This design comes from an exercise in tuning for a short achievable clock period and few clock cycles on the open sky130 flow, not from production work.
In this exercise RTL edits were held to simulation tests only and were not proved equivalent to the original.
No activity file was given, so power comes from the tool's default toggle rates.

### flow/run.sh
#!/bin/bash
# synth_recipe.tcl (not shown) runs the flow's synth.tcl, then flattens the netlist and writes it again
# the make line also repeats each setting of config.mk as NAME=value (left out here)
make -C /OpenROAD-flow-scripts/flow DESIGN_CONFIG=/design/flow/config.mk WORK_HOME=/design/flow/orfs CLKGATE_MAP_FILE= SYNTH_SCRIPT=/design/flow/synth_recipe.tcl finish
### flow/constraint.sdc
create_clock -name core_clock -period 8.0 [get_ports {user_clk}]
set_input_delay 1.6000 -clock core_clock [delete_from_list [all_inputs] [get_ports {user_clk}]]
set_output_delay 1.6000 -clock core_clock [all_outputs]
set_load 0.01 [all_outputs]
### flow/config.mk
export PLATFORM = sky130hd
export DESIGN_NAME = pcie_mem_bridge_top
export DESIGN_NICKNAME = pcie_mem_bridge_top
export VERILOG_FILES = /design/flow/design.v
export SDC_FILE = /design/flow/constraint.sdc
export NUM_CORES = 4
export LEC_CHECK = 0
export ABC_CLOCK_PERIOD_IN_PS = 2500
export CAP_MARGIN = 40
export CORE_MARGIN = 2
export CORE_UTILIZATION = 55
export PLACE_DENSITY = 0.65
export SETUP_SLACK_MARGIN = 5
export SLEW_MARGIN = 40
export SYNTH_MEMORY_MAX_BITS = 16384
### flow/design.v
`timescale 1ns/10ps
module axil_block_mem (
  input  logic        user_clk,
  input  logic        rst_n,
  input  logic        load,             
  input  logic [7:0]  idx,              
  input  logic        rd_ok,            
  input  logic        wr_go,            
  input  logic [7:0]  wr_idx,
  input  logic [3:0]  wr_be,            
  input  logic [31:0] wr_data,
  output logic [31:0] rdata
);
  localparam int NW = 256;
  logic [31:0] mem [0:NW-1];
  always_ff @(posedge user_clk) begin
    if (!rst_n) begin
      for (int i = 0; i < NW; i++) mem[i] <= '0;
    end else if (wr_go) begin
      for (int j = 0; j < 4; j++) begin
        if (wr_be[j]) mem[wr_idx][8*j +: 8] <= wr_data[8*j +: 8];
      end
    end
  end
  always_ff @(posedge user_clk) begin
    if (load) rdata <= rd_ok ? mem[idx] : '0;
  end
endmodule
`timescale 1ns/10ps
module status_leds (
  input  logic user_clk,
  input  logic rst_n,
  input  logic link_up,
  output logic rst_led,
  output logic link_led,
  output logic heartbeat_led
);
  localparam int HEARTBEAT_BITS = 8;
  logic [HEARTBEAT_BITS-1:0] beat_cnt;
  always_ff @(posedge user_clk) begin
    if (!rst_n) begin
      rst_led  <= 1'b1;   
      link_led <= 1'b0;
      beat_cnt <= '0;
    end else begin
      rst_led  <= 1'b0;
      link_led <= link_up;
      beat_cnt <= beat_cnt + 1'b1;   
    end
  end
  assign heartbeat_led = beat_cnt[HEARTBEAT_BITS-1];
endmodule
`timescale 1ns/10ps
module pcie_mem_bridge_top (
  input  logic        user_clk,
  input  logic        rst_n,
  input  logic        link_up,
  input  logic        req,
  input  logic [68:0] host_req,    
  output logic        ack,
  output logic [31:0] rdata,
  output logic        err,
  output logic        rst_led,
  output logic        link_led,
  output logic        heartbeat_led
);
  logic        op;
  logic [31:0] addr;
  logic [3:0]  be_rev;
  logic        oor;
  logic        accept;
  logic        wr_go;
  logic [7:0]  wr_idx;
  logic [3:0]  wr_be;
  logic [31:0] wr_data;
  assign op   = host_req[68];
  assign addr = host_req[67:36];
  assign oor  = |addr[31:10];           
  always_comb begin
    for (int i = 0; i < 4; i++) be_rev[i] = host_req[35-i];
  end
  assign accept = req && link_up && !ack;
  always_ff @(posedge user_clk) begin
    if (!rst_n) begin
      ack   <= 1'b0;
      wr_go <= 1'b0;
    end else begin
      ack   <= req && (ack || link_up);
      wr_go <= accept && op && !oor;    
    end
  end
  always_ff @(posedge user_clk) begin
    if (!ack) begin
      err     <= oor;
      wr_idx  <= addr[9:2];
      wr_be   <= be_rev;
      wr_data <= host_req[31:0];
    end
  end
  axil_block_mem u_mem (
    .user_clk (user_clk), .rst_n (rst_n),
    .load (!ack), .idx (addr[9:2]), .rd_ok (!op && !oor),
    .wr_go (wr_go), .wr_idx (wr_idx), .wr_be (wr_be), .wr_data (wr_data),
    .rdata (rdata)
  );
  status_leds u_status_leds (
    .user_clk (user_clk), .rst_n (rst_n), .link_up (link_up),
    .rst_led (rst_led), .link_led (link_led), .heartbeat_led (heartbeat_led)
  );
endmodule
==> results.py <==
metrics = {
    "timing": {
        "rsz0062_at_grt": "yes",
        "post-route-period-util_pct": 48.67,
        "tightest_slew_ns": 1.112,
        "finalHoldViolations": 0,
        "fin_tns_setup_ns": 0,
        "clock_skew_ns": 0.08111,
        "final.min_clock_period_ns": 3.893,
        "relSlewSlack_pct": 25.84,
        "fmax_mhz": 256.8,
        "setup_viol": 0,
        "finalMaxSlewViolations": 0,
    },
    "critical_path": {
        "slowest_delay_ns": 0.64,
        "cp.arrival_ns": 4.91,
        "worstPathRequired_ns": 9.02,
        "endpoint_kind": "register",
        "crit_fanout": 27,
        "critical_path.slowest_cell": "nand4_1",
        "worstPathCellList": "buf_16 > buf_12 > buf_16 > buf_8 > mux4_2 > nor3_1 > nor2_1 > nand4_1 > a2111oi_4 > buf_4 > nand4_1 > o32ai_2",
        "path_class": "in -> reg",
        "critPathLaunchType": "input port",
    },
    "global_route": {
        "gr-usage-all-layers_pct": 37.69,
        "grt_max_degree": 165,
        "first_global_vias": 229600,
        "grt_overflow": 0,
        "antenna_found_initial": 113,
        "grt_pass1_wl_um": 1846000,
    },
    "synth": {
        "synth.area.top_cells": "edfxtp_1 64%, and2_1 13%, mux4_2 9.3%",
        "synth_top_flop_cell": "edfxtp_1",
        "netlist.area_leader.share_pct": 64.49,
        "synthDistinctLibCells": 93,
        "ys_warn_count": 3,
        "ys_seq_area_share_pct": 64.55,
        "ys_seq_elements": 8281,
        "synth_commonest_cells": "8269 x edfxtp_1, 8218 x and2_1, 1596 x mux4_2",
        "syn_area_um2": 385000,
        "synth_cells": 25820,
        "synth_edf_count": 8269,
        "postSynthAreaPerCell_um2": 14.91,
        "synthArstFlopShare_pct": 0,
        "synth_most_common_cell": "edfxtp_1",
        "synth_nets": 25890,
        "yosysTopAreaCell": "edfxtp_1",
    },
    "power": {
        "peakVddDrop_v": 0.0002053,
        "p_per_area_nw_per_um2": 218.0,
        "p_total_mw": 97.17,
        "cellLeakagePower_nw": 157.2,
    },
    "layout": {
        "fin_util_pct": 63.84,
        "drive_gt1_share_pct": 23.42,
        "nNetsFinal": 26090,
        "syn_to_final_growth_pct": 15.79,
        "instances_no_fill": 36080,
    },
    "drt": {
        "avgViaCountPerCell": 6.595,
        "ant_nets": 0,
        "dr.pass1.iters": 7,
        "drt-initial-drc-count": 34520,
        "routed-via-count": 237900,
        "wire_per_inst_um": 37.68,
        "drcViolationCount": 0,
        "wl_um": 1359000,
    },
    "worst_hold_path": {
        "hold_class": "reg -> reg",
    },
    "die": {
        "row_count": 307,
        "start_util_pct": 55.14,
        "dieHeight_um": 840.7,
        "fp.dieW_um": 840.7,
        "pin_count": 110,
        "dieArea_um2": 706800,
        "core_um2": 698300,
    },
    "placed_design": {
        "placed_cells": 33790,
        "hpwl_um": 858900,
        "gp_congestion": 1.020,
        "numPortBuffers": 107,
    },
    "outcome": {
        "status": "complete, no violations",
    },
    "clock_network": {
        "clk_pin_slew_worst_paths_ns": 0.07,
        "clk_latency_ns": 1.23,
        "hold_buffers": 0,
        "cts_buffers": 857,
        "clkSinkCount": 8281,
        "max-clock-path-buffers": 4,
        "cts_tree": "built",
        "root_buffer": "clkbuf_16",
        "ctsHtreeMaxLevel": 6,
    },
    "run": {
        "max-cap-violations": 0,
    },
}
-- cell usage in the layout (no fill, tap or decap), types with 304 or more instances in the layout --
| master | instances |
|---|---|
| nor2_1 | 959 |
| nor2_2 | 304 |
| clkbuf_16 | 889 |
| buf_4 | 643 |
| o21ai_4 | 676 |
| mux4_2 | 1641 |
| and2_1 | 8215 |
| mux2i_1 | 909 |
| o21ai_2 | 375 |
| edfxtp_1 | 8269 |
-- per-layer routing --
layer,vias to the layer above,wire length [um],track usage (%)
li1,96670,-,-
met1,122700,473300,48.47
met2,15340,611000,56.46
met3,3171,158500,9.402
met4,69,115200,26.67
met5,-,1543,0.7249
-- stage by stage --
stage | hold WS, ns | instance area [um^2] | worst slack [ns]
after detailed placement | 0.4352 | 401600 | 1.871
after floorplan | 0.4130 | 393300 | 4.186
final | 0.4512 | 445800 | 4.107
after global placement | 0.4228 | 399700 | 1.252
after global routing | 0.4599 | 445700 | 4.124
after CTS | 0.4500 | 440900 | 4.233
-- cell families after synthesis --
logic type	Yosys count	synth area share (%)
flip-flops	8281	64.55
buffers and inverters	2067	3.031
AO/OA/AOI/OAI	2364	3.773
XOR/XNOR	6	0.01365
multiplexers	2738	12.99
AND/OR/NAND/NOR	10360	15.63
adder cells (fa/ha/maj)	1	0.003249
-- critical path: cells and delay by family --
family / cells / cell delay (ns)
and+or+nand+nor: 4 / 1.12
buffers and inverters: 5 / 1.06
AOI/OAI and AO/OA: 2 / 0.69
muxes: 1 / 0.27
-- registers in the layout (all words and copies together), names as in the netlist --
register	cells
u_mem.rdata	32
u_status_leds.beat_cnt	8
ack	1
u_mem.mem	8192
wr_go	1
wr_data	32
err	1
u_status_leds.rst_led	1
wr_be	4
wr_idx	8
u_status_leds.link_led	1
-- power breakdown --
part           total [mW]  switching, mW  internal (mW)
logic                8.69           5.77           2.91
clock network        38.8           17.4           21.3
registers            49.7          0.502           49.2
total                97.2           23.7           73.4
-- repair_timing --
action,in CTS,in global routing
cloned,121,20
endpoints found under the hold margin,0,0
gates resized for setup,1462,610
pin swaps,161,130
setup endpoints to repair,12720,6190
buffers inserted,343,135
-- path summary, 6_finish.rpt --
path | cells past startpoint | slack, ns | startpoint | endpoint
setup / recovery | 12 | 4.11 | host_req[39] | u_mem.rdata[21]
hold / removal | 1 | 0.45 | u_status_leds.beat_cnt[0] | u_status_leds.beat_cnt[0]
setup reg to reg | 7 | 4.83 | wr_idx[5] | u_mem.mem[223][22]
hold reg to reg | 1 | 0.45 | u_status_leds.beat_cnt[0] | u_status_leds.beat_cnt[0]
-- area by class of cell --
cell class / count / area (um^2)
Clock inverter: 496 / 3874
Timing Repair Buffer: 1389 / 19500
Multi-Input combinational cell: 15480 / 139400
Inverter: 11 / 90.09
Clock buffer: 1083 / 22610
Fill cell: 49960 / 252500
Timing Repair inverter: 3 / 26.28
Tap cell: 9270 / 11600
Antenna cell: 72 / 180.2
Sequential cell: 8281 / 248600
Testbench counts, summed over its fixed seeds: cycles 6,400.

-- port drivers added, routing unchanged --
The results above use ideal ports. As a check the final layout listed here was re-extracted and re-timed, cells and wires unchanged. Step 1 sets driving cells, clkbuf_16 on the clock port and buf_2 on the other inputs (assumed; they add their load-dependent delay and slew). Step 2 times the ports against the registers' clock, not the clock port: input delays grow and output delays shrink by t, the midpoint of the rising clock arrivals with the driver on. Three values: no drivers, after step 1, after step 2; two values: the first two.
t, ns: 1.331
setup WS [ns]: 4.107 / 3.842 / 2.512
worst hold slack (ns): 0.451 / 0.451 / 0.451
cell pins on the clock port's net: 1
After both steps setup and hold are still met in this run. The setup slack of this run moves by -0.265 ns with the drivers and by -1.595 ns with both steps.
